What follows belongs to an exercise in optimizing a design on an open flow for small area, a short achievable clock period and few clock cycles per item; a production flow would make more cautious choices.
Where RTL was checked, it was by simulation tests only, not by an equivalence proof against the original.
For run 1, only the layout was checked, not whether the RTL still works.
Power figures rest on the tool's default switching activity, not on a simulated workload.

**design/flow/flow/run.sh**
```bash
#!/bin/bash
set -euo pipefail
MARGIN=$(cat flow/margin.txt)
bash standard.sh finish SETUP_SLACK_MARGIN=$MARGIN > flow_make.log 2>&1
```
**design/flow/flow/margin.txt**
```
7
```
**design/flow/standard.sh**
```bash
#!/bin/bash
# synth_recipe.tcl (not shown) runs the flow's synth.tcl, then flattens the netlist and writes it again
# the make line also repeats each setting of config.mk as NAME=value (left out here)
make -C /OpenROAD-flow-scripts/flow DESIGN_CONFIG=/design/flow/config.mk WORK_HOME=/design/flow/orfs CLKGATE_MAP_FILE= SYNTH_SCRIPT=/design/flow/synth_recipe.tcl "${@:-finish}"
```
**design/flow/config.mk**
```make
export PLATFORM = sky130hd
export DESIGN_NAME = muldiv_controller
export DESIGN_NICKNAME = muldiv_controller
export VERILOG_FILES = /design/flow/design.v
export SDC_FILE = /design/flow/constraint.sdc
export NUM_CORES = 4
export LEC_CHECK = 0
export CAP_MARGIN = 20
export CORE_MARGIN = 2
export CORE_UTILIZATION = 30
export SLEW_MARGIN = 20
export TNS_END_PERCENT = 0
```
**design/flow/constraint.sdc**
```tcl
create_clock -name core_clock -period 11.0 [get_ports {CLK}]
set_input_delay 2.2000 -clock core_clock [delete_from_list [all_inputs] [get_ports {CLK}]]
set_output_delay 2.2000 -clock core_clock [all_outputs]
set_load 0.01 [all_outputs]
```
**design/flow/design.v**
```verilog
package muldiv_controller_pkg;
   localparam int XLEN_DEF = 32;
   localparam logic [2:0] F3_MUL    = 3'b000;
   localparam logic [2:0] F3_MULH   = 3'b001;
   localparam logic [2:0] F3_MULHSU = 3'b010;
   localparam logic [2:0] F3_MULHU  = 3'b011;
   localparam logic [2:0] F3_DIV    = 3'b100;
   localparam logic [2:0] F3_DIVU   = 3'b101;
   localparam logic [2:0] F3_REM    = 3'b110;
   localparam logic [2:0] F3_REMU   = 3'b111;
   function automatic logic is_div(input logic [2:0] f3);
      is_div = f3[2];
   endfunction
   function automatic logic is_div_signed(input logic [2:0] f3);
      is_div_signed = f3[2] & ~f3[0];
   endfunction
   function automatic logic is_rem(input logic [2:0] f3);
      is_rem = f3[2] & f3[1];
   endfunction
endpackage
module muldiv_multiplier (
   input  logic [36:0] i_op1,
   input  logic [32:0] i_m,       
   input  logic        i_one0,
   input  logic        i_two0,
   input  logic        i_neg0,
   input  logic        i_cin0,
   input  logic        i_one1,
   input  logic        i_two1,
   input  logic        i_neg1,
   input  logic        i_cin1,
   output logic [36:0] o_sum
);
   logic [36:0] w_pp0, w_pp1, w_s, w_c;
   always_comb begin
      w_pp0 = '0;
      if (i_one0) w_pp0 = {{4{i_m[32]}}, i_m};
      if (i_two0) w_pp0 = {{3{i_m[32]}}, i_m, 1'b0};
      w_pp0 = w_pp0 ^ {37{i_neg0}};
      w_pp1 = '0;
      if (i_one1) w_pp1 = {{2{i_m[32]}}, i_m, 2'b00};
      if (i_two1) w_pp1 = {i_m[32], i_m, 3'b000};
      w_pp1 = w_pp1 ^ {37{i_neg1}};
   end
   assign w_s   = i_op1 ^ w_pp0 ^ w_pp1;
   assign w_c   = {(i_op1[35:0] & w_pp0[35:0]) | (i_op1[35:0] & w_pp1[35:0]) | (w_pp0[35:0] & w_pp1[35:0]), i_cin1};
   logic [36:0] w_g, w_p;
   always_comb begin
      logic [36:0] g, p, gn, pn;
      g = w_s & w_c;
      p = w_s ^ w_c;
      g[0] = g[0] | (p[0] & i_cin0);
      for (int d = 1; d < 37; d = d * 2) begin
         gn = g;
         pn = p;
         for (int i = 0; i < 37; i++)
            if (i >= d) begin
               gn[i] = g[i] | (p[i] & g[i - d]);
               pn[i] = p[i] & p[i - d];
            end
         g = gn;
         p = pn;
      end
      w_g = g;
   end
   assign w_p   = w_s ^ w_c;
   assign o_sum = w_p ^ {w_g[35:0], i_cin0};
endmodule
module muldiv_controller
#(
   parameter int XLEN = muldiv_controller_pkg::XLEN_DEF
) (
   input  logic            CLK,
   input  logic            RESET,
   input  logic            START,
   input  logic [2:0]      FUNCT3,
   input  logic [XLEN-1:0] OPERAND_A,
   input  logic [XLEN-1:0] OPERAND_B,
   input  logic            FLUSH,
   output logic            BUSY,
   output logic            DONE,
   output logic [XLEN-1:0] RESULT
);
   logic        r_busy;
   logic        r_done;
   logic        r_mul;       
   logic        r_div;       
   logic        r_nega;      
   logic        r_fix;       
   logic        r_div0;      
   logic        r_rem;       
   logic        r_hi;        
   logic        r_mcs;       
   logic        r_sb;        
   logic        r_negres;    
   logic [5:0]  r_n;         
   logic        c_oph, c_opd, c_opnl, c_opnh;
   logic        c_one0, c_two0, c_neg0, c_cin0, c_one1, c_two1, c_neg1, c_cin1;
   logic [31:0] r_x;         
   logic [31:0] r_l;         
   logic [33:0] r_h;         
   logic        r_e;         
   logic w_in_div, w_in_sdiv, w_in_rem, w_in_b0, w_in_nega, w_in_sb;
   assign w_in_div  = muldiv_controller_pkg::is_div(FUNCT3);
   assign w_in_sdiv = muldiv_controller_pkg::is_div_signed(FUNCT3);
   assign w_in_rem  = muldiv_controller_pkg::is_rem(FUNCT3);
   assign w_in_b0   = (OPERAND_B == 32'b0);
   assign w_in_nega = w_in_sdiv & OPERAND_A[31];
   assign w_in_sb   = w_in_sdiv & OPERAND_B[31];
   logic w_ms12;
   assign w_ms12 = (r_l[11:0] == {12{r_e}}) && (r_n >= 6'd12);
   logic [31:0] w_bm;
   logic [32:0] w_s;         
   logic [31:0] w_f;         
   logic [47:0] w_r16;
   logic [36:0] w_r5;
   logic        w_ds16, w_ds5;
   assign w_bm = r_x ^ {32{r_sb}};
   always_comb begin
      logic [31:0] p;
      p = w_bm;
      for (int d = 1; d < 32; d = d * 2)
         for (int i = 0; i < 32; i++)
            if (i + d < 32) p[i] = p[i] | p[i + d];
      w_s = {1'b0, p};
   end
   assign w_f   = ~w_s[32:1];
   assign w_r16 = {r_h[31:0], r_l[31:16]};
   assign w_r5  = {r_h[31:0], r_l[31:27]};
   assign w_ds16 = ~r_h[33] && ~|(w_r16[31:0] & w_f) && ~|w_r16[47:32] && (r_n >= 6'd16);
   assign w_ds5  = ~r_h[33] && ~|(w_r5[31:0]  & w_f) && ~|w_r5[36:32]  && (r_n >= 6'd5);
   logic w_s16, w_s12, w_s5, w_skip;
   assign w_s12  = r_mul & w_ms12;
   assign w_s16  = r_div & w_ds16;
   assign w_s5   = r_div & w_ds5;
   assign w_skip = w_s16 | w_s12 | w_s5;
   logic [32:0] w_m;
   logic [36:0] w_op1;
   logic [36:0] w_sum;
   logic        w_ge;
   assign w_m   = {r_mcs & r_x[31], r_x};
   assign w_op1 = ({37{c_oph}}  & {{3{r_h[33]}}, r_h})
                | ({37{c_opd}}  & {{2{r_h[33]}}, r_h, r_l[31]})
                | ({37{c_opnl}} & ~{5'b00000, r_l})
                | ({37{c_opnh}} & ~{{3{r_h[33]}}, r_h});
   muldiv_multiplier u_mul (
      .i_op1  (w_op1),
      .i_m    (w_m),
      .i_one0 (c_one0),
      .i_two0 (c_two0),
      .i_neg0 (c_neg0),
      .i_cin0 (c_cin0),
      .i_one1 (c_one1),
      .i_two1 (c_two1),
      .i_neg1 (c_neg1),
      .i_cin1 (c_cin1),
      .o_sum  (w_sum)
   );
   assign w_ge = ~w_sum[36];
   logic [5:0] w_nn;          
   logic       w_last, w_fixnext, w_end;
   always_comb begin
      if (w_s16)      w_nn = r_n - 6'd16;
      else if (w_s12) w_nn = r_n - 6'd12;
      else if (w_s5)  w_nn = r_n - 6'd5;
      else if (r_mul) w_nn = r_n - 6'd4;
      else            w_nn = r_n - 6'd1;
   end
   assign w_last = (w_s16 & (r_n == 6'd16)) | (w_s12 & (r_n == 6'd12)) | (w_s5 & (r_n == 6'd5))
                 | (~w_skip & ((r_mul & (r_n == 6'd4)) | (r_div & (r_n == 6'd1))));
   logic f_corr, f_mfix, f_neg;
   assign f_mfix = r_mul;
   assign f_corr = r_div & r_rem & ~w_skip & ~w_ge;
   assign f_neg  = r_div & r_negres;
   assign w_fixnext = r_negres | f_corr;
   assign w_end  = r_div0 | r_fix | (w_last & ~w_fixnext);
   logic n_mul, n_div, n_nega, n_fix, n_sub;
   always_comb begin
      if (!r_busy) begin
         n_mul  = ~w_in_div;
         n_div  = w_in_div & ~w_in_nega;
         n_nega = w_in_nega;
         n_fix  = 1'b0;
         n_sub  = 1'b1;
      end else begin
         n_mul  = r_mul & ~w_last;
         n_div  = (r_div & ~w_last) | r_nega;
         n_nega = 1'b0;
         n_fix  = w_last & w_fixnext;
         n_sub  = r_nega | w_skip | w_ge;
      end
   end
   logic [3:0] n_lb;
   logic       n_e;
   always_comb begin
      if (!r_busy) begin
         n_lb = OPERAND_A[3:0];
         n_e  = 1'b0;
      end else if (w_s12) begin
         n_lb = r_l[15:12];
         n_e  = r_e;
      end else begin
         n_lb = r_l[7:4];
         n_e  = r_l[3];
      end
   end
   always_ff @(posedge CLK) begin
      if (RESET || FLUSH) begin
         r_busy <= 1'b0;
         r_done <= 1'b0;
      end else if (!r_busy) begin
         r_busy <= START;
         r_done <= 1'b0;
      end else if (w_end) begin
         r_busy <= 1'b0;
         r_done <= 1'b1;
      end
   end
   always_ff @(posedge CLK) begin
      r_mul  <= n_mul;
      r_div  <= n_div;
      r_nega <= n_nega;
      r_fix  <= n_fix;
      r_div0 <= ~r_busy & w_in_div & w_in_b0;
      if (n_fix) begin
         c_oph  <= f_mfix | (f_corr & ~f_neg);
         c_opd  <= 1'b0;
         c_opnl <= f_neg & ~r_rem;
         c_opnh <= f_neg & r_rem;
         c_one0 <= f_mfix | f_corr;
         c_two0 <= 1'b0;
         c_neg0 <= f_corr & (f_neg ^ r_sb);
         c_cin0 <= (f_corr & r_sb) | f_neg;
         c_one1 <= 1'b0;
         c_two1 <= 1'b0;
         c_neg1 <= 1'b0;
         c_cin1 <= f_corr & f_neg & ~r_sb;
      end else begin
         c_oph  <= n_mul;
         c_opd  <= n_div;
         c_opnl <= n_nega;
         c_opnh <= 1'b0;
         c_one0 <= n_mul ? (n_lb[0] ^ n_e) : n_div;
         c_two0 <= n_mul & ((n_lb[1] & ~n_lb[0] & ~n_e) | (~n_lb[1] & n_lb[0] & n_e));
         c_neg0 <= n_mul ? n_lb[1] : (n_div & (n_sub ^ (r_busy ? r_sb : w_in_sb)));
         c_cin0 <= n_mul ? n_lb[1] : ((n_div & (n_sub ^ (r_busy ? r_sb : w_in_sb))) | n_nega);
         c_one1 <= n_mul & (n_lb[2] ^ n_lb[1]);
         c_two1 <= n_mul & ((n_lb[3] & ~n_lb[2] & ~n_lb[1]) | (~n_lb[3] & n_lb[2] & n_lb[1]));
         c_neg1 <= n_mul & n_lb[3];
         c_cin1 <= n_mul & n_lb[3];
      end
      if (!r_busy) begin
         r_rem    <= w_in_rem;
         r_hi     <= w_in_div ? (w_in_rem & ~w_in_b0) : (FUNCT3[1:0] != 2'b00);
         r_mcs    <= w_in_div ? w_in_sdiv : (FUNCT3[1:0] == 2'b01);
         r_sb     <= w_in_sb;
         r_negres <= w_in_div ? (w_in_sdiv & (OPERAND_A[31] ^ (OPERAND_B[31] & ~w_in_rem)))
                              : ((FUNCT3[1:0] == 2'b11) & OPERAND_A[31]);
      end
   end
   always_ff @(posedge CLK) begin
      if (!r_busy) begin
         r_x <= OPERAND_B;
         r_l <= OPERAND_A;
         r_h <= '0;
         r_e <= 1'b0;
         r_n <= 6'd32;
      end else if (r_div0) begin
         if (!r_rem) r_l <= '1;
      end else begin
         if (r_mul | r_div) r_n <= w_nn;
         if (r_mul) r_e <= n_e;
         if (r_mul) begin
            if (w_s12)      r_h <= {{12{r_h[33]}}, r_h[33:12]};
            else            r_h <= {w_sum[36], w_sum[36:4]};
         end else if (r_div) begin
            if (w_s16)      r_h <= {2'b00, w_r16[31:0]};
            else if (w_s5)  r_h <= {2'b00, w_r5[31:0]};
            else            r_h <= w_sum[33:0];
         end else if (r_fix & r_hi) begin
            r_h <= w_sum[33:0];
         end
         if (r_mul) begin
            if (w_s12)      r_l <= {r_h[11:0], r_l[31:12]};
            else            r_l <= {w_sum[3:0], r_l[31:4]};
         end else if (r_div) begin
            if (w_s16)      r_l <= {r_l[15:0], 16'b0};
            else if (w_s5)  r_l <= {r_l[26:0], 5'b0};
            else            r_l <= {r_l[30:0], w_ge};
         end else if (r_nega | (r_fix & ~r_hi)) begin
            r_l <= w_sum[31:0];
         end
      end
   end
   assign BUSY   = r_busy;
   assign DONE   = r_done;
   assign RESULT = r_hi ? r_h[31:0] : r_l;
endmodule
```
==> results.sh, run 1 <==
export IMPL_synthAdderAreaFrac=0.0908
export IMPL_p_switching_w=0.00220
export IMPL_critical_path_top_delay_family="buffers and inverters"
export IMPL_r2r_setup_slack_ns=6.18
export IMPL_rows=79
export IMPL_cts_sinks=129
export IMPL_syn_area_um2=14200
export IMPL_gp_congestion=0.992
export IMPL_tns_ns=0
export IMPL_place_inst=2443
export IMPL_internal_power_w=0.00195
export IMPL_drt_pass1_iterations=8
export IMPL_routedWlPerCell_um=26.9
export IMPL_ys_warn_count=2
export IMPL_swShare=0.529
export IMPL_skew_ns=0.0198
export IMPL_max_cap_viol_count=0
export IMPL_die_area_um2=49000
export IMPL_rsz0062_at_grt="true"
export IMPL_synthXorXnorAreaFrac=0.0693
export IMPL_htree_levels=4
export IMPL_grt_first_pass_wirelength_mm=98.5
export IMPL_vias_per_cell=6.20
export IMPL_crit_type="register to output pin"
export IMPL_cts_tree="yes"
export IMPL_port_buffers=104
export IMPL_synth_simple_area_share=0.183
export IMPL_hpwl_mm=48.6
export IMPL_leakage_nw=6.51
export IMPL_critical_path_max_fanout=5
export IMPL_fp_dieH_um=221
export IMPL_crit_buf_inv=2
export IMPL_async_flop_share=0
export IMPL_period_minus_slack_ns=4.86
export IMPL_drv_slew=0
export IMPL_syn_to_final_growth_pct=21.1
export IMPL_drive_above_1_share=0.130
export IMPL_powerDensity_nw_per_um2=242
export IMPL_hp_class="register to register"
export IMPL_cpPeakStageDelay_ns=0.67
export IMPL_cp_required_ns=8.80
export IMPL_grt_ovfl_total=0
export IMPL_seqPwrFrac=0.179
export IMPL_path_cells="inv_1 -> o21ai_0 -> clkdlybuf4s50_1"
export IMPL_worstPathArrival_ns=2.66
export IMPL_power_w=0.00415
export IMPL_worstSetupStartpointType="register"
export IMPL_clock_latency_ns=0.46
export IMPL_layout_nets=2041
export IMPL_hold_viol=0
export IMPL_synth_edff_count=68
export IMPL_io_pins=105
export IMPL_setup_viol=0
export IMPL_hp_start="r_n[4]"
export IMPL_die_w_um=221
export IMPL_core_region_area_um2=46600
export IMPL_drt_initial_drc_count=2079
export IMPL_ys_ff_latch=129
export IMPL_final_cells=2510
export IMPL_remaining_drc_errors=0
export IMPL_slowest_stage="clkdlybuf4s50_1"
export IMPL_track_usage=0.266
export IMPL_worstHoldEndpoint="r_n[4]"
export IMPL_whs_path_depth=2
export IMPL_diodes=0
export IMPL_cts_buffers=17
export IMPL_clk_pin_slew_ns=0.07
export IMPL_status="finished clean"
export IMPL_grt_antenna_before_repair=1
export IMPL_power_frac_comb=0.686
export IMPL_rr_worst_depth=20
export IMPL_hold_buffers=0
export IMPL_synth_area_per_cell_um2=7.54
export IMPL_rr_endpoint="c_one0"
export IMPL_fmax_mhz=206
export IMPL_antenna_left=0
export IMPL_ys_flop_type="edfxtp_1"
export IMPL_final_cell_mix="nand2_1, a21oi_1, o21ai_0, nor2_1, inv_1"
export IMPL_critPathCaptureType="output pin"
export IMPL_vias=15600
export IMPL_synth_seq_area_share=0.230
export IMPL_relSlewSlack=0.400
export IMPL_grt_pass1_vias=14900
export IMPL_rr_startpoint="c_two0"
export IMPL_ctsLongestPathBuffers=2
export IMPL_peakVddDrop_mv=0.120
export IMPL_routed_wl_mm=67.5
export IMPL_post_route_period_util=0.441
export IMPL_cts_root_buf="clkbuf_16"
export IMPL_initial_core_util=0.304
export IMPL_synth_compound_area_share=0.302
export IMPL_synth_cell_types=82
export IMPL_clkPwrFrac=0.135
export IMPL_synth_top_family_by_area="compound AO/OA/AOI/OAI gates"
export IMPL_grt_max_degree=75
export IMPL_syn_num_nets=2029
export IMPL_synth_mux_area_frac=0.0426
export IMPL_netlist_instances=1878
export IMPL_final_common_cell="nand2_1"
export IMPL_worst_slew_pin_slew_ns=0.901
## synth_stat cells (26+ instances only)
cell	number	area, µm²
a21oi_1	158	791
a221oi_1	53	464
a22oi_1	63	473
clkbuf_1	128	480
dfxtp_1	61	1220
edfxtp_1	68	2040
fa_1	38	761
ha_1	42	526
inv_1	122	458
mux2_2	34	383
nand2_1	228	856
nand3_1	55	275
nor2_1	143	537
nor3_1	26	130
o21ai_0	156	781
xnor2_1	50	438
xor2_1	62	543
## power by group through the flow
stage          Combinational, W  Sequential (W)  Clock [W]
4_1_cts                 0.00267        0.000728   0.000566
5_1_grt                 0.00303        0.000741   0.000586
2_1_floorplan           0.00168        0.000618          0
3_3_place_gp            0.00242        0.000747          0
3_5_place_dp            0.00242        0.000748          0
6_report                0.00284        0.000742   0.000562
## final cells by class
| type | instances | area [µm²] |
|---|---|---|
| clock buffer | 21 | 482 |
| clock inverter | 11 | 75.1 |
| fill | 4767 | 29400 |
| inverter | 124 | 465 |
| multi-input combinational | 1455 | 10400 |
| sequential | 129 | 3320 |
| tap | 607 | 759 |
| timing repair buffer | 163 | 1650 |
## routing by layer
metal | vias to the layer above | routed length, µm | global-route usage
li1 | 6871 | - | -
met1 | 7439 | 26200 | 0.333
met2 | 1015 | 29600 | 0.414
met3 | 241 | 6740 | 0.0599
met4 | 2 | 4900 | 0.169
met5 | - | 7 | 0
## stage by stage
step                      setup WS, ns  hold slack (ns)  utilization  area [µm²]
after detailed placement          5.43            0.484        0.334       15600
after global routing              6.06            0.527        0.368       17100
after global placement            5.33            0.458        0.334       15600
final                             6.14            0.492        0.368       17100
after floorplan                   6.64            0.455            -       14200
after CTS                         6.24            0.494        0.362       16900
## sequential cells by signal (all words and copies together), names as in the netlist, 6 cells and up
name  cells
r_h      34
r_l      32
r_n       6
r_x      32
## logic make-up (layout without fill, tap and decap cells)
group,after synthesis,count (layout)
AO/OA/AOI/OAI,641,641
XOR/XNOR,112,112
adder cells (fa/ha/maj),80,80
buffers and inverters,294,319
flip-flops,129,129
multiplexers,56,56
AND/OR/NAND/NOR,566,566
## what timing repair did
item	CTS	global route
resized for setup	105	33
pin swaps	21	24
buffers inserted	24	6
gates cloned	3	2
setup endpoints to repair	121	121
## worst max-delay path by stage
stage                     slack, ns  cells past startpoint          to  startpoint
after floorplan                6.64                     17     r_l[30]      r_h[0]
after global placement         5.33                     20      c_one0      c_two1
after detailed placement       5.43                     15      c_one0      c_opnl
after CTS                      6.24                     16      c_one0      r_h[0]
after global routing           6.06                     21      c_one0      c_two0
final                          6.14                      3  RESULT[18]     r_l[18]
## worst min-delay path: cells and delay by family (launching register included)
kind | cells | cell delay (ns)
AND/OR/NAND/NOR | 1 | 0.06
flip-flops | 1 | 0.33
multiplexers | 1 | 0.06
==> run 2, diff against run 1 <==
--- a/design/flow/design.v
+++ b/design/flow/design.v
@@ -44,27 +44,7 @@
    end
    assign w_s   = i_op1 ^ w_pp0 ^ w_pp1;
    assign w_c   = {(i_op1[35:0] & w_pp0[35:0]) | (i_op1[35:0] & w_pp1[35:0]) | (w_pp0[35:0] & w_pp1[35:0]), i_cin1};
-   logic [36:0] w_g, w_p;
-   always_comb begin
-      logic [36:0] g, p, gn, pn;
-      g = w_s & w_c;
-      p = w_s ^ w_c;
-      g[0] = g[0] | (p[0] & i_cin0);
-      for (int d = 1; d < 37; d = d * 2) begin
-         gn = g;
-         pn = p;
-         for (int i = 0; i < 37; i++)
-            if (i >= d) begin
-               gn[i] = g[i] | (p[i] & g[i - d]);
-               pn[i] = p[i] & p[i - d];
-            end
-         g = gn;
-         p = pn;
-      end
-      w_g = g;
-   end
-   assign w_p   = w_s ^ w_c;
-   assign o_sum = w_p ^ {w_g[35:0], i_cin0};
+   assign o_sum = w_s + w_c + {36'b0, i_cin0};
 endmodule
 module muldiv_controller
 #(
--- a/design/flow/config.mk
+++ b/design/flow/config.mk
@@ -9,4 +9,3 @@
 export CORE_MARGIN = 2
 export CORE_UTILIZATION = 30
 export SLEW_MARGIN = 20
-export TNS_END_PERCENT = 0
==> run 2 against run 1 <==
Compared with the run above: still clean on timing, DRC and antenna; area after synthesis rose by 1.4%; clock power rose by 9.1%; combinational power rose by 27%; global-route usage rose by 2.7 points; critical path depth rose by 18; via count rose by 7.2%; wire length rose by 9.9%; final cell count rose by 3.3%; non-clock buffer count rose by 89; clock skew fell by 0.0040 ns; maximum frequency fell by 3.2%; critical path type is now register to register; largest cell class unchanged; largest power group unchanged; highest routed layer is now met4.
==> results.sh, run 2 <==
export IMPL_setup_viol=0
export IMPL_synth_area_per_cell_um2=7.73
export IMPL_critical_path_max_fanout=5
export IMPL_final_cell_mix="nand2_1, a21oi_1, buf_4, nor2_1, o21ai_0"
export IMPL_clk_pin_slew_ns=0.07
export IMPL_crit_buf_inv=5
export IMPL_path_cells="nor2b_4 -> buf_12 -> nand2_4 -> xnor2_2 -> fa_1 -> fa_2 -> fa_2 -> a211oi_2 -> o211ai_1 -> a221oi_4 -> buf_6 -> a221oi_4 -> buf_4 -> buf_6 -> o21a_4 -> buf_4 -> nor2_4 -> xor2_4 -> nor2_2 -> a2111oi_2 -> a311oi_1"
export IMPL_largestRegisters="r_h: 34 flops, r_l: 32 flops, r_x: 32 flops"
export IMPL_drt_pass1_iterations=6
export IMPL_syn_to_final_growth_pct=32.7
export IMPL_routed_wl_mm=74.2
export IMPL_seqPwrFrac=0.141
export IMPL_synth_seq_area_share=0.227
export IMPL_core_region_area_um2=47500
export IMPL_clkPwrFrac=0.125
export IMPL_post_route_period_util=0.456
export IMPL_die_area_um2=49700
export IMPL_critical_path_top_delay_family="compound AO/OA/AOI/OAI gates"
export IMPL_async_flop_share=0
export IMPL_gp_congestion=1.04
export IMPL_remaining_drc_errors=0
export IMPL_drive_above_1_share=0.243
export IMPL_slowest_stage="fa_1"
export IMPL_worstSetupStartpointType="register"
export IMPL_ys_warn_count=2
export IMPL_worstPathArrival_ns=5.16
export IMPL_die_w_um=223
export IMPL_clock_latency_ns=0.47
export IMPL_hold_viol=0
export IMPL_cpPeakStageDelay_ns=0.49
export IMPL_cts_buffers=17
export IMPL_cts_root_buf="clkbuf_16"
export IMPL_ys_flop_type="edfxtp_1"
export IMPL_leakage_nw=7.06
export IMPL_relSlewSlack=0.293
export IMPL_yosysMostFrequentCell="nand2_1"
export IMPL_fmax_mhz=199
export IMPL_power_frac_comb=0.734
export IMPL_swShare=0.511
export IMPL_synth_cell_types=89
export IMPL_synth_edff_count=68
export IMPL_final_seq_area_um2=3320
export IMPL_layout_nets=2117
export IMPL_yosysTopAreaCell="edfxtp_1"
export IMPL_drv_slew=0
export IMPL_port_buffers=104
export IMPL_rows=80
export IMPL_synth_top_cell_area_share=0.142
export IMPL_cts_sinks=129
export IMPL_final_cells=2594
export IMPL_period_minus_slack_ns=5.02
export IMPL_antenna_left=0
export IMPL_place_inst=2445
export IMPL_internal_power_w=0.00240
export IMPL_worst_slew_pin_slew_ns=1.05
export IMPL_status="finished clean"
export IMPL_io_pins=105
export IMPL_vias_per_cell=6.43
export IMPL_grt_pass1_vias=15800
export IMPL_drt_initial_drc_count=2279
export IMPL_p_switching_w=0.00251
export IMPL_max_cap_viol_count=0
export IMPL_routedWlPerCell_um=28.6
export IMPL_htree_levels=4
export IMPL_cts_tree="yes"
export IMPL_peakVddDrop_mv=0.152
export IMPL_multi_input_area_um2=11500
export IMPL_ctsLongestPathBuffers=2
export IMPL_grt_ovfl_total=0
export IMPL_syn_num_nets=2010
export IMPL_diodes=0
export IMPL_largest_reg_flops=34
export IMPL_yosys_top_cells_count="nand2_1, a21oi_1, o21ai_0, clkbuf_1, nor2_1"
export IMPL_ys_ff_latch=129
export IMPL_grt_max_degree=79
export IMPL_initial_core_util=0.302
export IMPL_grt_first_pass_wirelength_mm=108
export IMPL_crit_type="register to register"
export IMPL_netlist_instances=1859
export IMPL_vias=16700
export IMPL_skew_ns=0.0158
export IMPL_final_common_cell="nand2_1"
export IMPL_ys_top_cells_by_area="edfxtp_1, dfxtp_1, nand2_1"
export IMPL_tns_ns=0
export IMPL_hold_buffers=0
export IMPL_largest_register="r_h"
export IMPL_syn_area_um2=14400
export IMPL_fp_dieH_um=223
export IMPL_cp_required_ns=11.15
export IMPL_track_usage=0.293
export IMPL_hpwl_mm=51.3
export IMPL_powerDensity_nw_per_um2=257
export IMPL_fill_cells=4729
export IMPL_grt_antenna_before_repair=0
export IMPL_rsz0062_at_grt="true"
export IMPL_critPathCaptureType="register"
export IMPL_hp_class="register to register"
## run 2: cell count changes after synthesis, sizes merged, moves of 11 or more
cell	change
inv	-39
o211ai	+18
xnor2	+29
a221o	+20
xor2	-36
nand2b	+11
a221oi	-34
or3	+12
o22a	-11
nor3	+15
mux2i	-12
o22ai	+15
nor2	-29
o21ai	-27
## run 2: per-layer routing
metal	vias to the layer above	wire length, µm	global-route usage
li1	7124	-	-
met1	8043	27800	0.367
met2	1203	32200	0.446
met3	313	8450	0.0715
met4	0	5780	0.197
met5	-	0	0
## run 2: stage by stage
step	utilization	hold WS, ns	worst slack, ns	power (W)	instance area [µm²]
after CTS	0.389	0.516	6.01	0.00450	18500
after global routing	0.401	0.558	5.91	0.00507	19100
after floorplan	-	0.471	6.69	0.00228	14500
after global placement	0.333	0.498	5.26	0.00316	15800
final	0.401	0.516	5.98	0.00490	19100
after detailed placement	0.333	0.503	5.22	0.00316	15800
## run 2: path summary, 6_finish.rpt
kind,cells after the start,slack [ns],start,end
max,21,5.98,c_one0,r_l[22]
min,2,0.52,r_e,r_e
max reg2reg,21,5.98,c_one0,r_l[22]
min reg2reg,2,0.52,r_e,r_e
## run 2: repair_timing
item | in CTS | in global routing
cloned | 6 | 1
endpoints found under the setup margin | 121 | 103
resized for setup | 337 | 89
pin swaps | 83 | 51
buffers inserted | 88 | 22
## run 2: final cells by class
type | instances | area share
multi-input cells | 1483 | 0.605
flip-flops and latches | 129 | 0.174
repair buffers | 252 | 0.131
well taps | 615 | 0.0404
clock buffers | 19 | 0.0249
inverters | 83 | 0.0183
clock inverters | 13 | 0.00709
## run 2: kinds of logic after synthesis
logic type / after synthesis / share of synthesized area
simple gates: 580 / 0.193
mux: 43 / 0.0346
compound gates: 675 / 0.323
buf+inv: 247 / 0.0687
flops: 129 / 0.227
fa+ha+maj: 80 / 0.0895
xor+xnor: 105 / 0.0640
## run 2: worst min-delay path: stages (launching register included)
cell,delay (ns)
dfxtp_1,0.35
nand2_1,0.07
a21oi_1,0.05
## run 2: power groups by stage
stage / clock network [W] / registers [W] / logic, W
4_1_cts: 0.000620 / 0.000678 / 0.00320
6_report: 0.000613 / 0.000691 / 0.00360
2_1_floorplan: 0 / 0.000606 / 0.00167
3_5_place_dp: 0 / 0.000705 / 0.00246
3_3_place_gp: 0 / 0.000705 / 0.00246
5_1_grt: 0.000639 / 0.000688 / 0.00374
Testbench counts of run 2, summed over its fixed seeds: cycles 41,404, ops 4,800.
==> run 3, diff against run 2 <==
==> design/flow/run.sh (new file) <==
#!/bin/bash
# synth_recipe.tcl (not shown) runs the flow's synth.tcl, then flattens the netlist and writes it again
# the make line also repeats each setting of config.mk as NAME=value (left out here)
make -C /OpenROAD-flow-scripts/flow DESIGN_CONFIG=/design/flow/config.mk WORK_HOME=/design/flow/orfs CLKGATE_MAP_FILE= SYNTH_SCRIPT=/design/flow/synth_recipe.tcl finish
--- a/design/flow/config.mk
+++ b/design/flow/config.mk
@@ -8,4 +8,5 @@
 export CAP_MARGIN = 20
 export CORE_MARGIN = 2
 export CORE_UTILIZATION = 30
+export SETUP_SLACK_MARGIN = 5
 export SLEW_MARGIN = 20
removed: design/flow/flow/run.sh
removed: design/flow/flow/margin.txt
removed: design/flow/standard.sh
==> run 3 against run 2 <==
Compared with the run above: still clean on timing, DRC and antenna; total power fell by 22%; non-clock buffer count fell by 117; first-iteration DRC count fell by 18%; clock-buffer cell count rose by 6; clock skew rose by 0.00075 ns; design area fell by 14%; critical endpoint is now r_l[18].
==> results.sh, run 3 <==
export IMPL_status="finished clean"
export IMPL_rr_worst_depth=15
export IMPL_hp_class="register to register"
export IMPL_synth_seq_area_share=0.227
export IMPL_worstPathArrival_ns=6.07
export IMPL_hpwl_mm=52.2
export IMPL_max_cap_viol_count=0
export IMPL_drv_slew=0
export IMPL_grt_antenna_before_repair=1
export IMPL_vias=15700
export IMPL_routedWlPerCell_um=28.2
export IMPL_vias_per_cell=6.36
export IMPL_ys_ff_latch=129
export IMPL_r2r_setup_slack_ns=5.14
export IMPL_fp_dieH_um=223
export IMPL_rsz0062_at_grt="true"
export IMPL_leakage_nw=5.98
export IMPL_synth_edff_count=68
export IMPL_rr_endpoint="r_l[18]"
export IMPL_critical_path_max_fanout=34
export IMPL_post_route_period_util=0.533
export IMPL_port_buffers=104
export IMPL_final_cell_mix="nand2_1, a21oi_1, o21ai_0, nor2_1, clkdlybuf4s50_1"
export IMPL_critPathCaptureType="register"
export IMPL_largestRegisters="r_h: 34 flops, r_l: 32 flops, r_x: 32 flops"
export IMPL_synth_cell_types=89
export IMPL_layout_nets=2000
export IMPL_fill_cells=4971
export IMPL_worstSetupStartpointType="register"
export IMPL_rr_startpoint="c_oph"
export IMPL_cts_root_buf="clkbuf_16"
export IMPL_cts_tree="yes"
export IMPL_die_area_um2=49700
export IMPL_drt_pass1_iterations=5
export IMPL_setup_viol=0
export IMPL_diodes=0
export IMPL_core_region_area_um2=47500
export IMPL_worstHoldEndpoint="r_e"
export IMPL_path_cells="mux2_2 -> a221o_1 -> fa_1 -> fa_1 -> fa_1 -> a211oi_1 -> o211ai_1 -> a221o_1 -> a21o_1 -> a221o_1 -> a21oi_1 -> xor2_1 -> o221ai_1 -> o21ai_0 -> a21oi_1"
export IMPL_crit_type="register to register"
export IMPL_peakVddDrop_mv=0.123
export IMPL_initial_core_util=0.302
export IMPL_cts_buffers=17
export IMPL_timing_hold_ws_ns=0.502
export IMPL_remaining_drc_errors=0
export IMPL_clk_pin_slew_ns=0.07
export IMPL_grt_max_degree=85
export IMPL_gp_congestion=0.999
export IMPL_grt_first_pass_wirelength_mm=102
export IMPL_hp_start="r_e"
export IMPL_whs_path_depth=2
export IMPL_final_common_cell="nand2_1"
export IMPL_grt_ovfl_total=0
export IMPL_yosysMostFrequentCell="nand2_1"
export IMPL_ys_top_cells_by_area="edfxtp_1, dfxtp_1, nand2_1"
export IMPL_ys_flop_type="edfxtp_1"
export IMPL_syn_num_nets=2010
export IMPL_synth_top_cell_area_share=0.142
export IMPL_cts_sinks=129
export IMPL_largest_register="r_h"
export IMPL_die_w_um=223
export IMPL_track_usage=0.278
export IMPL_synth_area_per_cell_um2=7.73
export IMPL_grt_pass1_vias=15000
export IMPL_ys_warn_count=2
export IMPL_placed_area_um2=15800
export IMPL_antenna_left=0
export IMPL_hold_viol=0
export IMPL_slowest_stage="dfxtp_1"
export IMPL_netlist_instances=1859
export IMPL_routed_wl_mm=69.8
export IMPL_clock_latency_ns=0.47
export IMPL_skew_ns=0.0166
export IMPL_hold_buffers=0
export IMPL_final_core_util=0.344
export IMPL_ctsLongestPathBuffers=2
export IMPL_cp_required_ns=11.22
export IMPL_rows=80
export IMPL_tns_ns=0
export IMPL_yosysTopAreaCell="edfxtp_1"
export IMPL_relSlewSlack=0.163
export IMPL_largest_reg_flops=34
export IMPL_drt_initial_drc_count=1859
export IMPL_io_pins=105
export IMPL_powerDensity_nw_per_um2=235
export IMPL_yosys_top_cells_count="nand2_1, a21oi_1, o21ai_0, clkbuf_1, nor2_1"
export IMPL_fmax_mhz=171
export IMPL_cpPeakStageDelay_ns=1.05
export IMPL_period_minus_slack_ns=5.86
export IMPL_crit_buf_inv=0
export IMPL_drive_above_1_share=0.0773
export IMPL_syn_area_um2=14400
export IMPL_async_flop_share=0
export IMPL_htree_levels=4
export IMPL_critical_path_top_delay_family="compound AO/OA/AOI/OAI gates"
export IMPL_syn_to_final_growth_pct=13.9
export IMPL_fin_area_um2=16400
export IMPL_worst_slew_pin_slew_ns=1.24
## run 3: changes by cell type in the layout (fill, tap and decap cells not counted), sizes merged, moves of 10 or more
cell / previous run / this run
clkinvlp: 10 / 0
clkdlybuf4s50: 72 / 104
dlygate4sd2: 14 / 0
buf: 145 / 31
clkdlybuf4s15: 14 / 0
## run 3: cells by family after synthesis
kind of cell	synth area share
AOI/OAI and AO/OA	0.323
xor gates and xnor gates	0.0640
adders and majority gates	0.0895
buffers and inverters	0.0687
DFF	0.227
muxes	0.0346
and+or+nand+nor	0.193
## run 3: timing repair
action | in CTS | in global routing
endpoints found under the setup margin | 0 | 17
setup buffers | 0 | 0
gates resized for setup | 0 | 2
## run 3: routing by layer
metal,GRT usage,share of wire
met1,0.347,0.39
met2,0.442,0.45
met3,0.0558,0.092
met4,0.168,0.068
met5,0,0.00014
## run 3: worst max path at each step
stage,slack (ns),depth (start not counted),endpoint,start
4_1_cts,5.03,15,r_l[22],c_opnh
3_5_place_dp,5.05,15,r_l[30],c_opnh
5_1_grt,4.97,17,r_l[18],c_one0
3_3_place_gp,5.18,17,r_l[30],c_one0
6_report,5.14,15,r_l[18],c_oph
2_1_floorplan,6.03,16,r_l[30],c_neg0
## run 3: where the power goes
group	leakage, nW	total (W)	switching [W]	internal [W]
sequential	1.21	0.000704	0.000139	0.000565
clock	0.292	0.000597	0.000237	0.000360
combinational	4.48	0.00255	0.00168	0.000870
total	5.98	0.00385	0.00205	0.00180
## run 3: layout make-up
type                    count  area [µm²]  share of cell area
multi-input cells        1483       10200               0.620
flip-flops and latches    129        3270               0.200
repair buffers            135        1270              0.0778
well taps                 615         769              0.0470
clock buffers              25         497              0.0303
inverters                  83         312              0.0190
clock inverters             7        97.6             0.00596
## run 3: tightest hold or removal path, cell delays in order, from the launching register on
cell and delay [ns]:
dfxtp_1 0.34, nand2_1 0.06, a21oi_1 0.06
## run 3: stage by stage
stage / instances / worst slack (ns) / total power [W]
final: 2477 / 5.14 / 0.00385
after global routing: 2477 / 4.97 / 0.00402
after CTS: 2477 / 5.03 / 0.00374
after detailed placement: 2445 / 5.05 / 0.00313
after global placement: 2445 / 5.18 / 0.00313
after floorplan: 1859 / 6.03 / 0.00225
==> run 4, diff against run 3 <==
--- a/design/flow/design.v
+++ b/design/flow/design.v
@@ -44,7 +44,27 @@
    end
    assign w_s   = i_op1 ^ w_pp0 ^ w_pp1;
    assign w_c   = {(i_op1[35:0] & w_pp0[35:0]) | (i_op1[35:0] & w_pp1[35:0]) | (w_pp0[35:0] & w_pp1[35:0]), i_cin1};
-   assign o_sum = w_s + w_c + {36'b0, i_cin0};
+   logic [36:0] w_g, w_p;
+   always_comb begin
+      logic [36:0] g, p, gn, pn;
+      g = w_s & w_c;
+      p = w_s ^ w_c;
+      g[0] = g[0] | (p[0] & i_cin0);
+      for (int d = 1; d < 37; d = d * 2) begin
+         gn = g;
+         pn = p;
+         for (int i = 0; i < 37; i++)
+            if ((i / d) % 2 == 1) begin
+               gn[i] = g[i] | (p[i] & g[(i / d) * d - 1]);
+               pn[i] = p[i] & p[(i / d) * d - 1];
+            end
+         g = gn;
+         p = pn;
+      end
+      w_g = g;
+   end
+   assign w_p   = w_s ^ w_c;
+   assign o_sum = w_p ^ {w_g[35:0], i_cin0};
 endmodule
 module muldiv_controller
 #(
@@ -80,6 +100,9 @@
    logic [31:0] r_l;         
    logic [33:0] r_h;         
    logic        r_e;         
+   localparam int MS  = 12;    
+   localparam int DSA = 16;    
+   localparam int DSB = 5;
    logic w_in_div, w_in_sdiv, w_in_rem, w_in_b0, w_in_nega, w_in_sb;
    assign w_in_div  = muldiv_controller_pkg::is_div(FUNCT3);
    assign w_in_sdiv = muldiv_controller_pkg::is_div_signed(FUNCT3);
@@ -88,12 +111,12 @@
    assign w_in_nega = w_in_sdiv & OPERAND_A[31];
    assign w_in_sb   = w_in_sdiv & OPERAND_B[31];
    logic w_ms12;
-   assign w_ms12 = (r_l[11:0] == {12{r_e}}) && (r_n >= 6'd12);
+   assign w_ms12 = (r_l[MS-1:0] == {MS{r_e}}) && (r_n >= 6'(MS));
    logic [31:0] w_bm;
    logic [32:0] w_s;         
    logic [31:0] w_f;         
-   logic [47:0] w_r16;
-   logic [36:0] w_r5;
+   logic [31+DSA:0] w_r16;
+   logic [31+DSB:0] w_r5;
    logic        w_ds16, w_ds5;
    assign w_bm = r_x ^ {32{r_sb}};
    always_comb begin
@@ -105,10 +128,10 @@
       w_s = {1'b0, p};
    end
    assign w_f   = ~w_s[32:1];
-   assign w_r16 = {r_h[31:0], r_l[31:16]};
-   assign w_r5  = {r_h[31:0], r_l[31:27]};
-   assign w_ds16 = ~r_h[33] && ~|(w_r16[31:0] & w_f) && ~|w_r16[47:32] && (r_n >= 6'd16);
-   assign w_ds5  = ~r_h[33] && ~|(w_r5[31:0]  & w_f) && ~|w_r5[36:32]  && (r_n >= 6'd5);
+   assign w_r16 = {r_h[31:0], r_l[31:32-DSA]};
+   assign w_r5  = {r_h[31:0], r_l[31:32-DSB]};
+   assign w_ds16 = ~r_h[33] && ~|(w_r16[31:0] & w_f) && ~|w_r16[31+DSA:32] && (r_n >= 6'(DSA));
+   assign w_ds5  = ~r_h[33] && ~|(w_r5[31:0]  & w_f) && ~|w_r5[31+DSB:32]  && (r_n >= 6'(DSB));
    logic w_s16, w_s12, w_s5, w_skip;
    assign w_s12  = r_mul & w_ms12;
    assign w_s16  = r_div & w_ds16;
@@ -140,13 +163,13 @@
    logic [5:0] w_nn;          
    logic       w_last, w_fixnext, w_end;
    always_comb begin
-      if (w_s16)      w_nn = r_n - 6'd16;
-      else if (w_s12) w_nn = r_n - 6'd12;
-      else if (w_s5)  w_nn = r_n - 6'd5;
+      if (w_s16)      w_nn = r_n - 6'(DSA);
+      else if (w_s12) w_nn = r_n - 6'(MS);
+      else if (w_s5)  w_nn = r_n - 6'(DSB);
       else if (r_mul) w_nn = r_n - 6'd4;
       else            w_nn = r_n - 6'd1;
    end
-   assign w_last = (w_s16 & (r_n == 6'd16)) | (w_s12 & (r_n == 6'd12)) | (w_s5 & (r_n == 6'd5))
+   assign w_last = (w_s16 & (r_n == 6'(DSA))) | (w_s12 & (r_n == 6'(MS))) | (w_s5 & (r_n == 6'(DSB)))
                  | (~w_skip & ((r_mul & (r_n == 6'd4)) | (r_div & (r_n == 6'd1))));
    logic f_corr, f_mfix, f_neg;
    assign f_mfix = r_mul;
@@ -177,7 +200,7 @@
          n_lb = OPERAND_A[3:0];
          n_e  = 1'b0;
       end else if (w_s12) begin
-         n_lb = r_l[15:12];
+         n_lb = r_l[MS+3:MS];
          n_e  = r_e;
       end else begin
          n_lb = r_l[7:4];
@@ -251,7 +274,7 @@
          if (r_mul | r_div) r_n <= w_nn;
          if (r_mul) r_e <= n_e;
          if (r_mul) begin
-            if (w_s12)      r_h <= {{12{r_h[33]}}, r_h[33:12]};
+            if (w_s12)      r_h <= {{MS{r_h[33]}}, r_h[33:MS]};
             else            r_h <= {w_sum[36], w_sum[36:4]};
          end else if (r_div) begin
             if (w_s16)      r_h <= {2'b00, w_r16[31:0]};
@@ -261,11 +284,11 @@
             r_h <= w_sum[33:0];
          end
          if (r_mul) begin
-            if (w_s12)      r_l <= {r_h[11:0], r_l[31:12]};
+            if (w_s12)      r_l <= {r_h[MS-1:0], r_l[31:MS]};
             else            r_l <= {w_sum[3:0], r_l[31:4]};
          end else if (r_div) begin
-            if (w_s16)      r_l <= {r_l[15:0], 16'b0};
-            else if (w_s5)  r_l <= {r_l[26:0], 5'b0};
+            if (w_s16)      r_l <= {r_l[31-DSA:0], DSA'(0)};
+            else if (w_s5)  r_l <= {r_l[31-DSB:0], DSB'(0)};
             else            r_l <= {r_l[30:0], w_ge};
          end else if (r_nega | (r_fix & ~r_hi)) begin
             r_l <= w_sum[31:0];
==> design/flow/flow/run.sh (new file) <==
#!/bin/bash
set -euo pipefail
MARGIN=$(cat flow/margin.txt)
bash standard.sh finish SETUP_SLACK_MARGIN=$MARGIN > flow_make.log 2>&1
==> design/flow/flow/margin.txt (new file) <==
8
==> design/flow/standard.sh (new file) <==
#!/bin/bash
# synth_recipe.tcl (not shown) runs the flow's synth.tcl, then flattens the netlist and writes it again
# the make line also repeats each setting of config.mk as NAME=value (left out here)
make -C /OpenROAD-flow-scripts/flow DESIGN_CONFIG=/design/flow/config.mk WORK_HOME=/design/flow/orfs CLKGATE_MAP_FILE= SYNTH_SCRIPT=/design/flow/synth_recipe.tcl "${@:-finish}"
--- a/design/flow/config.mk
+++ b/design/flow/config.mk
@@ -8,5 +8,5 @@
 export CAP_MARGIN = 20
 export CORE_MARGIN = 2
 export CORE_UTILIZATION = 30
-export SETUP_SLACK_MARGIN = 5
 export SLEW_MARGIN = 20
+export TNS_END_PERCENT = 0
removed: design/flow/run.sh
==> run 4 against run 3 <==
Compared with the run above: global-route usage down 0.18 points; critical endpoint is now RESULT[18]; register-to-register slack better by 1.3 ns; first-iteration DRC count up 24%; clock skew up 0.0034 ns.
==> results.sh, run 4 <==
export IMPL_die_w_um=220
export IMPL_peakVddDrop_mv=0.123
export IMPL_worstSetupStartpointType="register"
export IMPL_gp_congestion=0.983
export IMPL_multi_input_area_um2=10200
export IMPL_p_switching_w=0.00222
export IMPL_ys_flop_type="edfxtp_1"
export IMPL_vias_per_cell=6.29
export IMPL_syn_area_um2=14000
export IMPL_cts_tree="yes"
export IMPL_powerDensity_nw_per_um2=252
export IMPL_cp_required_ns=8.80
export IMPL_swShare=0.522
export IMPL_final_core_util=0.365
export IMPL_async_flop_share=0
export IMPL_yosysTopAreaCell="edfxtp_1"
export IMPL_cts_buffers=17
export IMPL_synth_seq_area_share=0.234
export IMPL_leakage_nw=6.36
export IMPL_ys_ff_latch=129
export IMPL_rr_worst_depth=16
export IMPL_grt_max_degree=70
export IMPL_status="finished clean"
export IMPL_layout_nets=1948
export IMPL_path_cells="inv_1 -> o21ai_0 -> clkdlybuf4s50_1"
export IMPL_fill_cells=4819
export IMPL_routedWlPerCell_um=27.8
export IMPL_synth_cell_types=98
export IMPL_htree_levels=4
export IMPL_drt_pass1_iterations=8
export IMPL_final_seq_area_um2=3300
export IMPL_grt_antenna_before_repair=4
export IMPL_io_pins=105
export IMPL_cts_root_buf="clkbuf_16"
export IMPL_tns_ns=0
export IMPL_drt_initial_drc_count=2304
export IMPL_fmax_mhz=214
export IMPL_netlist_instances=1758
export IMPL_clock_latency_ns=0.47
export IMPL_power_frac_comb=0.690
export IMPL_hold_viol=0
export IMPL_drv_slew=0
export IMPL_port_buffers=104
export IMPL_rows=79
export IMPL_setup_viol=0
export IMPL_vias=15200
export IMPL_syn_to_final_growth_pct=20.7
export IMPL_critPathCaptureType="output pin"
export IMPL_final_common_cell="nand2_1"
export IMPL_cpPeakStageDelay_ns=0.65
export IMPL_synth_top_cell_area_share=0.146
export IMPL_drive_above_1_share=0.157
export IMPL_synth_area_per_cell_um2=7.95
export IMPL_hp_class="register to register"
export IMPL_grt_ovfl_total=0
export IMPL_seqPwrFrac=0.177
export IMPL_yosys_top_cells_count="nand2_1, a21oi_1, o21ai_0, clkbuf_1, inv_1"
export IMPL_relSlewSlack=0.192
export IMPL_syn_num_nets=1913
export IMPL_crit_type="register to output pin"
export IMPL_critical_path_max_fanout=6
export IMPL_final_cell_mix="nand2_1, a21oi_1, o21ai_0, clkdlybuf4s50_1"
export IMPL_slowest_stage="clkdlybuf4s50_1"
export IMPL_antenna_left=0
export IMPL_worst_slew_pin_slew_ns=1.21
export IMPL_die_area_um2=48300
export IMPL_ctsLongestPathBuffers=2
export IMPL_ys_warn_count=2
export IMPL_worstPathArrival_ns=2.47
export IMPL_grt_pass1_vias=14200
export IMPL_largest_register="r_h"
export IMPL_post_route_period_util=0.424
export IMPL_clk_pin_slew_ns=0.07
export IMPL_initial_core_util=0.302
export IMPL_track_usage=0.276
export IMPL_skew_ns=0.0199
export IMPL_rsz0062_at_grt="true"
export IMPL_largest_reg_flops=34
export IMPL_grt_first_pass_wirelength_mm=97.6
export IMPL_routed_wl_mm=67.1
export IMPL_power_w=0.00425
export IMPL_whs_path_depth=2
export IMPL_cts_sinks=129
export IMPL_internal_power_w=0.00203
export IMPL_yosysMostFrequentCell="nand2_1"
export IMPL_fp_dieH_um=220
export IMPL_core_region_area_um2=46300
export IMPL_synth_edff_count=68
export IMPL_ys_top_cells_by_area="edfxtp_1, dfxtp_1, nand2_1"
export IMPL_largestRegisters="r_h: 34 flops, r_l: 32 flops, r_x: 32 flops"
export IMPL_remaining_drc_errors=0
export IMPL_clkPwrFrac=0.133
export IMPL_period_minus_slack_ns=4.67
export IMPL_hpwl_mm=47.9
export IMPL_max_cap_viol_count=0
[run 4: worst paths after layout]
kind                start          to  slack, ns
setup reg to reg   r_h[1]     r_l[19]       6.41
hold / removal     r_n[4]      r_n[4]       0.48
hold reg to reg    r_n[4]      r_n[4]       0.48
setup / recovery  r_l[18]  RESULT[18]       6.33
[run 4: final cells by class]
| cell class | instances | area share |
|---|---|---|
| Multi-Input combinational cell | 1369 | 0.602 |
| Sequential cell | 129 | 0.196 |
| Timing Repair Buffer | 179 | 0.102 |
| Tap cell | 607 | 0.0450 |
| Clock buffer | 18 | 0.0267 |
| Inverter | 97 | 0.0218 |
| Clock inverter | 14 | 0.00601 |
| Antenna cell | 3 | 0.000445 |
[run 4: power by group through the flow]
stage                     clock network, W  registers (W)  logic (W)
after floorplan                          0       0.000617    0.00166
after global placement                   0       0.000753    0.00238
after detailed placement                 0       0.000754    0.00238
after CTS                         0.000570       0.000739    0.00268
after global routing              0.000585       0.000750    0.00309
final                             0.000565       0.000751    0.00294
[run 4: repair_timing]
| action | CTS | global route |
|---|---|---|
| hold buffers | 0 | 0 |
| pin swaps | 23 | 31 |
| resized for setup | 85 | 33 |
| buffers inserted | 32 | 12 |
| endpoints found under the setup margin | 128 | 128 |
| cloned | 3 | 0 |
[run 4: critical path: cells and delay by family, from the launching register on]
| kind | cells | cell delay [ns] |
|---|---|---|
| AO/OA/AOI/OAI | 1 | 0.53 |
| buffers and inverters | 2 | 0.83 |
| flip-flops | 1 | 0.64 |
[run 4: stage by stage]
stage	instance area (µm²)	setup slack, ns	std cells	hold slack (ns)
after CTS	16600	6.47	2401	0.488
after global placement	15300	5.28	2334	0.465
after detailed placement	15300	5.30	2334	0.477
after global routing	16900	6.20	2413	0.520
final	16900	6.33	2416	0.481
after floorplan	14100	6.93	1758	0.452
[run 4: cells by family (layout without fill, tap and decap cells)]
kind of cell             count (synthesis)  count (layout)  share of synthesized area
multiplexers                            63              63                     0.0484
buffers and inverters                  261             308                     0.0811
AO/OA/AOI/OAI                          604             604                      0.301
flip-flops                             129             129                      0.234
adder cells (fa/ha/maj)                 84              84                     0.0983
XOR/XNOR                               104             104                     0.0652
other                                    0               3                          0
AND/OR/NAND/NOR                        513             514                      0.172
[run 4: metal layers]
metal	part of all wire	global-route usage	wire length, µm	vias up
met3	0.12	0.0676	7990	231
li1	-	-	-	6545
met1	0.39	0.366	26400	7325
met4	0.063	0.150	4220	0
met2	0.42	0.411	28400	1090
met5	0	0	0	-
Testbench counts of run 4, summed over its fixed seeds: cycles 41,404, ops 4,800.
==> run 5, diff against run 4 <==
==> design/flow/flow/run.sh (replaced) <==
#!/bin/bash
# Standard ORFS layout (the standard.sh), with two changes to how it is made:
#  - timing repair aims for MARGIN ns of setup slack at the design's clock period
#    (the SDC is unchanged), repairing only the worst path (TNS_END_PERCENT in config.mk);
#  - the port buffers that buffer_ports puts on every input and output are buf_1 cells.
# make's full output goes to flow_make.log in this folder.
set -euo pipefail
MARGIN=$(cat flow/margin.txt)
export BUFFER_PORTS_ARGS="-buffer_cell sky130_fd_sc_hd__buf_1"
bash standard.sh finish SETUP_SLACK_MARGIN=$MARGIN > flow_make.log 2>&1
==> run 5 against run 4 <==
Compared with the run above: first-iteration DRC count is 3.7% lower; area after synthesis stayed put; hold slack barely moved; flip-flop and latch count did not move; wire length increased by 0.44%; non-clock buffer count down 2; sequential share of layout area is 0.69 points higher; critical path depth rose by 11; synthesized cell count unchanged.
==> results.sh, run 5 <==
export IMPL_die_w_um=220
export IMPL_worst_slew_pin_slew_ns=1.13
export IMPL_core_region_area_um2=46300
export IMPL_rsz0062_at_grt="true"
export IMPL_hold_viol=0
export IMPL_vias=15200
export IMPL_grt_antenna_before_repair=9
export IMPL_drive_above_1_share=0.153
export IMPL_rows=79
export IMPL_largestRegisters="r_h: 34 flops, r_l: 32 flops, r_x: 32 flops"
export IMPL_routed_wl_met2_mm=27.6
export IMPL_seqPwrFrac=0.178
export IMPL_ys_warn_count=2
export IMPL_htree_levels=4
export IMPL_cpPeakStageDelay_ns=0.83
export IMPL_p_switching_w=0.00218
export IMPL_synth_top_cell_area_share=0.146
export IMPL_critPathCaptureType="register"
export IMPL_tns_ns=0
export IMPL_track_usage=0.279
export IMPL_worstPathArrival_ns=4.86
export IMPL_synth_seq_area_share=0.234
export IMPL_hpwl_mm=47.1
export IMPL_relSlewSlack=0.241
export IMPL_final_cells=2415
export IMPL_final_core_util=0.352
export IMPL_netlist_instances=1758
export IMPL_hold_buffers=0
export IMPL_clkPwrFrac=0.141
export IMPL_grt_pass1_vias=14300
export IMPL_clock_latency_ns=0.48
export IMPL_rr_worst_depth=14
export IMPL_fmax_mhz=220
export IMPL_critical_path_max_fanout=9
export IMPL_hp_class="register to register"
export IMPL_clk_pin_slew_ns=0.07
export IMPL_crit_start="r_h[13]"
export IMPL_post_route_period_util=0.414
export IMPL_timing_hold_ws_ns=0.481
export IMPL_worstSetupStartpointType="register"
export IMPL_r2r_setup_slack_ns=6.45
export IMPL_yosysTopAreaCell="edfxtp_1"
export IMPL_syn_to_final_growth_pct=16.5
export IMPL_cts_tree="yes"
export IMPL_placed_area_um2=14700
export IMPL_antenna_left=0
export IMPL_wl_met3_mm=8.78
export IMPL_whs_path_depth=2
export IMPL_synth_cell_types=98
export IMPL_async_flop_share=0
export IMPL_peakVddDrop_mv=0.141
export IMPL_max_cap_viol_count=0
export IMPL_grt_ovfl_total=0
export IMPL_die_area_um2=48300
export IMPL_skew_ns=0.0172
export IMPL_fp_dieH_um=220
export IMPL_slowest_stage="dfxtp_1"
export IMPL_cts_buffers=17
export IMPL_ys_ff_latch=129
export IMPL_initial_core_util=0.302
export IMPL_rr_startpoint="r_h[13]"
export IMPL_leakage_nw=6.09
export IMPL_final_cell_mix="nand2_1, a21oi_1, o21ai_0, buf_1, inv_1"
export IMPL_largest_register="r_h"
export IMPL_path_cells="mux2_2 -> a221o_1 -> fa_1 -> ha_1 -> a21oi_1 -> o21ai_0 -> a32oi_2 -> nand3_4 -> a21oi_4 -> o21bai_4 -> buf_12 -> o311ai_4 -> o21ai_1 -> a221oi_2"
export IMPL_status="finished clean"
export IMPL_grt_first_pass_wirelength_mm=98.2
export IMPL_port_buffers=104
export IMPL_gp_congestion=1.02
export IMPL_crit_buf_inv=1
export IMPL_drv_slew=0
export IMPL_place_inst=2339
export IMPL_power_frac_comb=0.681
export IMPL_remaining_drc_errors=0
export IMPL_period_minus_slack_ns=4.55
export IMPL_grt_max_degree=73
export IMPL_ctsLongestPathBuffers=2
export IMPL_drt_met1_wl_mm=26.4
export IMPL_critical_path_top_delay_family="compound AO/OA/AOI/OAI gates"
export IMPL_yosysMostFrequentCell="nand2_1"
export IMPL_cp_depth=14
export IMPL_swShare=0.520
export IMPL_powerDensity_nw_per_um2=257
export IMPL_syn_num_nets=1913
export IMPL_ys_flop_type="edfxtp_1"
export IMPL_synth_area_per_cell_um2=7.95
export IMPL_syn_area_um2=14000
export IMPL_largest_reg_flops=34
export IMPL_routed_wl_mm=67.4
export IMPL_setup_viol=0
export IMPL_fill_cells=4893
export IMPL_crit_type="register to register"
export IMPL_drt_initial_drc_count=2219
export IMPL_io_pins=105
export IMPL_yosys_top_cells_count="nand2_1, a21oi_1, o21ai_0, clkbuf_1, inv_1"
export IMPL_hp_start="r_n[4]"
export IMPL_vias_per_cell=6.30
export IMPL_internal_power_w=0.00201
export IMPL_final_common_cell="nand2_1"
export IMPL_drt_pass1_iterations=8
export IMPL_layout_nets=1946
export IMPL_top_layer="met5"
export IMPL_fin_area_um2=16300
export IMPL_synth_edff_count=68
export IMPL_routedWlPerCell_um=27.9
export IMPL_ys_top_cells_by_area="edfxtp_1, dfxtp_1, nand2_1"
export IMPL_cts_sinks=129
export IMPL_cts_root_buf="clkbuf_16"
export IMPL_cp_required_ns=11.31
-- run 5: cell counts after synthesis --
Identical to the previous run, type by type.
-- run 5: worst min-delay path: stages, from the launching register on --
cell and delay [ns]:
dfxtp_1 0.33, nand2_1 0.06, mux2i_1 0.05
-- run 5: timing repair --
| item | in CTS | in global routing |
|---|---|---|
| setup endpoints to repair | 125 | 125 |
| resized for setup | 74 | 41 |
| pin swaps | 20 | 36 |
| gates cloned | 4 | 0 |
| setup buffers | 28 | 8 |
-- run 5: metal layers --
| metal | up-vias | track usage |
|---|---|---|
| met4 | 6 | 0.164 |
| met2 | 1182 | 0.401 |
| li1 | 6544 | - |
| met3 | 273 | 0.0876 |
| met5 | - | 0 |
| met1 | 7220 | 0.365 |
-- run 5: worst paths after layout --
check,endpoint
max,r_l[28]
min,r_n[4]
min reg2reg,r_n[4]
max reg2reg,r_l[28]
-- run 5: logic make-up (layout without fill, tap and decap cells) --
logic type               count (synthesis)  count (layout)  synth area share
flip-flops                             129             129             0.234
other                                    0               4                 0
XOR/XNOR                               104             104            0.0652
buffers and inverters                  261             306            0.0811
AO/OA/AOI/OAI                          604             604             0.301
adder cells (fa/ha/maj)                 84              84            0.0983
AND/OR/NAND/NOR                        513             514             0.172
multiplexers                            63              63            0.0484
-- run 5: layout make-up --
| type | instances | area, µm² | share of cell area |
|---|---|---|---|
| tap | 607 | 759 | 0.0467 |
| sequential | 129 | 3300 | 0.203 |
| inverter | 97 | 364 | 0.0224 |
| timing repair buffer | 177 | 1110 | 0.0680 |
| clock buffer | 21 | 472 | 0.0290 |
| clock inverter | 11 | 104 | 0.00638 |
| multi-input combinational | 1369 | 10200 | 0.624 |
| antenna | 4 | 10.0 | 0.000615 |
-- run 5: power groups by stage --
stage	Combinational (W)	Sequential [W]	Clock, W
global route	0.00300	0.000742	0.000613
floorplan	0.00166	0.000617	0
CTS	0.00260	0.000730	0.000594
finish	0.00285	0.000744	0.000589
global placement	0.00231	0.000742	0
detailed placement	0.00232	0.000742	0
-- run 5: metrics by stage --
| step | total power [W] | setup slack [ns] |
|---|---|---|
| floorplan | 0.00228 | 6.93 |
| global placement | 0.00306 | 5.41 |
| detailed placement | 0.00306 | 5.38 |
| CTS | 0.00393 | 6.53 |
| global route | 0.00436 | 6.34 |
| finish | 0.00418 | 6.45 |
==> run 6, diff against run 5 <==
--- a/design/flow/config.mk
+++ b/design/flow/config.mk
@@ -5,6 +5,7 @@
 export SDC_FILE = /design/flow/constraint.sdc
 export NUM_CORES = 4
 export LEC_CHECK = 0
+export ABC_AREA = 1
 export CAP_MARGIN = 20
 export CORE_MARGIN = 2
 export CORE_UTILIZATION = 30
==> run 6 against run 5 <==
Compared with the run above: non-clock buffer count increased by 25; via count increased by 8.7%; die area increased by 0.33%; clock power increased by 12%; global-route usage increased by 1.8 points; total power decreased by 3.4%; synthesized cell count increased by 20%; design area increased by 6.9%; clock-buffer cell count decreased by 2; wire length increased by 8.0%; clock skew increased by 0.0014 ns; largest cell class unchanged; largest power group unchanged.
==> results.sh, run 6 <==
export IMPL_routedWlPerCell_um=25.7
export IMPL_grt_first_pass_wirelength_mm=104
export IMPL_path_cells="inv_1 -> o21ai_0 -> buf_1"
export IMPL_synth_cell_types=56
export IMPL_rows=79
export IMPL_vias_per_cell=5.85
export IMPL_routed_wl_mm=72.8
export IMPL_initial_core_util=0.302
export IMPL_hpwl_mm=51.9
export IMPL_fmax_mhz=246
export IMPL_skew_ns=0.0186
export IMPL_ys_flop_type="edfxtp_1"
export IMPL_async_flop_share=0
export IMPL_multi_input_area_um2=10400
export IMPL_status="finished clean"
export IMPL_die_w_um=220
export IMPL_drv_slew=0
export IMPL_remaining_drc_errors=0
export IMPL_worstHoldEndpoint="r_done"
export IMPL_peakVddDrop_mv=0.143
export IMPL_r2r_setup_slack_ns=6.95
export IMPL_final_common_cell="nand2_1"
export IMPL_largest_register="r_h"
export IMPL_clock_latency_ns=0.48
export IMPL_final_seq_area_um2=3300
export IMPL_setup_viol=0
export IMPL_timing_hold_ws_ns=0.455
export IMPL_worstPathArrival_ns=1.86
export IMPL_ys_ff_latch=129
export IMPL_grt_antenna_before_repair=2
export IMPL_rr_startpoint="r_h[0]"
export IMPL_syn_area_um2=14000
export IMPL_largest_reg_flops=34
export IMPL_gp_congestion=0.994
export IMPL_cp_required_ns=8.80
export IMPL_place_inst=2716
export IMPL_die_area_um2=48500
export IMPL_grt_max_degree=79
export IMPL_io_pins=105
export IMPL_netlist_instances=2109
export IMPL_htree_levels=4
export IMPL_hold_buffers=0
export IMPL_grt_ovfl_total=0
export IMPL_ctsLongestPathBuffers=2
export IMPL_max_cap_viol_count=0
export IMPL_powerDensity_nw_per_um2=232
export IMPL_hp_start="r_done"
export IMPL_crit_type="register to output pin"
export IMPL_cpPeakStageDelay_ns=0.61
export IMPL_synth_edff_count=68
export IMPL_power_w=0.00404
export IMPL_critical_path_max_fanout=5
export IMPL_cts_tree="yes"
export IMPL_vias=16600
export IMPL_synth_seq_area_share=0.233
export IMPL_rr_endpoint="r_l[13]"
export IMPL_period_minus_slack_ns=4.06
export IMPL_fp_dieH_um=220
export IMPL_leakage_nw=7.39
export IMPL_fill_cells=4945
export IMPL_worst_slew_pin_slew_ns=0.909
export IMPL_slowest_stage="edfxtp_1"
export IMPL_port_buffers=104
export IMPL_antenna_left=0
export IMPL_ys_top_cells_by_area="edfxtp_1, nand2_1, dfxtp_1"
export IMPL_whs_path_depth=2
export IMPL_syn_to_final_growth_pct=24.1
export IMPL_largestRegisters="r_h: 34 flops, r_l: 32 flops, r_x: 32 flops"
export IMPL_final_cell_mix="nand2_1, inv_1, nor2_1, o21ai_0, buf_1"
export IMPL_post_route_period_util=0.369
export IMPL_yosysTopAreaCell="edfxtp_1"
export IMPL_synth_top_cell_area_share=0.146
export IMPL_critical_path_top_delay_family="flip-flops"
export IMPL_syn_num_nets=2264
export IMPL_relSlewSlack=0.387
export IMPL_final_cells=2828
export IMPL_drt_pass1_iterations=6
export IMPL_clk_pin_slew_ns=0.07
export IMPL_yosys_top_cells_count="nand2_1, inv_1, nor2_1, o21ai_0, a21oi_1"
export IMPL_tns_ns=0
export IMPL_cts_root_buf="clkbuf_16"
export IMPL_crit_buf_inv=2
export IMPL_hold_viol=0
export IMPL_final_core_util=0.375
export IMPL_yosysMostFrequentCell="nand2_1"
export IMPL_diodes=0
export IMPL_worstSetupStartpointType="register"
export IMPL_track_usage=0.298
export IMPL_cts_sinks=129
export IMPL_drive_above_1_share=0.162
export IMPL_core_region_area_um2=46400
export IMPL_synth_area_per_cell_um2=6.65
export IMPL_critPathCaptureType="output pin"
export IMPL_rsz0062_at_grt="true"
export IMPL_layout_nets=2363
export IMPL_cts_buffers=17
export IMPL_ys_warn_count=2
export IMPL_rr_worst_depth=17
export IMPL_drt_initial_drc_count=2299
export IMPL_grt_pass1_vias=15300
export IMPL_hp_class="register to register"
run 6: cells by family (layout without fill, tap and decap cells):
kind of cell / Yosys count / count (layout) / synth area share
adder cells (fa/ha/maj): 84 / 84 / 0.0980
AO/OA/AOI/OAI: 534 / 534 / 0.231
buffers and inverters: 369 / 480 / 0.107
AND/OR/NAND/NOR: 893 / 894 / 0.269
flip-flops: 129 / 129 / 0.233
XOR/XNOR: 100 / 100 / 0.0625
run 6: metal layers:
layer / vias up / wire (µm) / track usage
met2: 1149 / 30900 / 0.444
met4: 0 / 3950 / 0.134
met3: 238 / 9170 / 0.0755
met5: - / 0 / 0
li1: 7321 / - / -
met1: 7846 / 28700 / 0.404
run 6: how the worst max path moves through the flow:
stage / start / endpoint / slack, ns / cells after the start
after CTS: c_one1 / r_l[31] / 7.02 / 25
after global routing: c_two1 / r_done / 6.82 / 27
after detailed placement: c_neg1 / r_l[15] / 5.92 / 19
after global placement: c_neg1 / r_l[15] / 5.98 / 19
final: r_l[23] / RESULT[23] / 6.94 / 3
after floorplan: c_two0 / r_l[17] / 7.30 / 21
run 6: area by class of cell:
cell class / instances / share of cell area
Tap cell: 607 / 0.0437
Clock buffer: 19 / 0.0249
Timing Repair Buffer: 202 / 0.0782
Inverter: 243 / 0.0545
Sequential cell: 129 / 0.190
Multi-Input combinational cell: 1612 / 0.596
Timing Repair inverter: 3 / 0.00137
Clock inverter: 13 / 0.0120
run 6: tightest hold or removal path: cells and delay by family (launching register included):
kind            cells  cell delay (ns)
compound gates      1             0.06
buf+inv             1             0.04
flops               1             0.33
run 6: power by group:
part | total [W] | internal, W | switching [W]
Clock | 0.000657 | 0.000402 | 0.000255
Sequential | 0.000679 | 0.000564 | 0.000115
Combinational | 0.00271 | 0.000975 | 0.00173
run 6: what timing repair did:
action                                  4_1_cts  5_1_grt
resized for setup                           143       99
setup buffers                                54       18
gates cloned                                  7        1
endpoints found under the setup margin      125      157
endpoints found under the hold margin         0        0
pin swaps                                    35       57
run 6: through the flow:
stage	setup slack, ns	area [µm²]
2_1_floorplan	7.30	14100
3_3_place_gp	5.98	14800
3_5_place_dp	5.92	14800
4_1_cts	7.02	16700
5_1_grt	6.82	17400
6_report	6.94	17400

[re-timing with driven ports]
In the flow no input, the clock included, has a driving cell. The finished layouts below were timed again as built, in two steps. Step 1 (the two cells are an assumption about what drives the block):
set clk [get_ports {CLK}]
set_driving_cell -lib_cell sky130_fd_sc_hd__clkbuf_16 $clk
set_driving_cell -lib_cell sky130_fd_sc_hd__buf_2 [delete_from_list [all_inputs] $clk]
Step 2 adds t to the input delays and takes it off the output delays; t is the mean of the earliest and latest rising clock arrival at the registers after step 1. Input paths then give back, and output paths get back, about the clock's delay inside the block. Slacks: ideal ports / drivers / drivers and shift; pairs: ideal ports / drivers.
| run | t (ns) | setup slack, ns | worst setup path after step 2 | latest minus earliest clock arrival (ns) | worst slew at a driven data input, ns |
|---|---|---|---|---|---|
| run 1 | 0.512 | 6.144 / 6.087 / 6.175 | register to register | 0.020 / 0.020 | 0.06 |
| run 2 | 0.514 | 5.985 / 5.985 / 5.985 | register to register | 0.016 / 0.015 | 0.04 |
| run 3 | 0.522 | 5.141 / 5.141 / 5.141 | register to register | 0.017 / 0.017 | 0.04 |
| run 4 | 0.511 | 6.331 / 6.277 / 6.406 | register to register | 0.020 / 0.020 | 0.05 |
| run 5 | 0.528 | 6.450 / 6.450 / 6.450 | register to register | 0.017 / 0.017 | 0.05 |
| run 6 | 0.520 | 6.943 / 6.889 / 6.953 | register to register | 0.018 / 0.019 | 0.06 |
After both steps setup and hold are still met in every run listed.
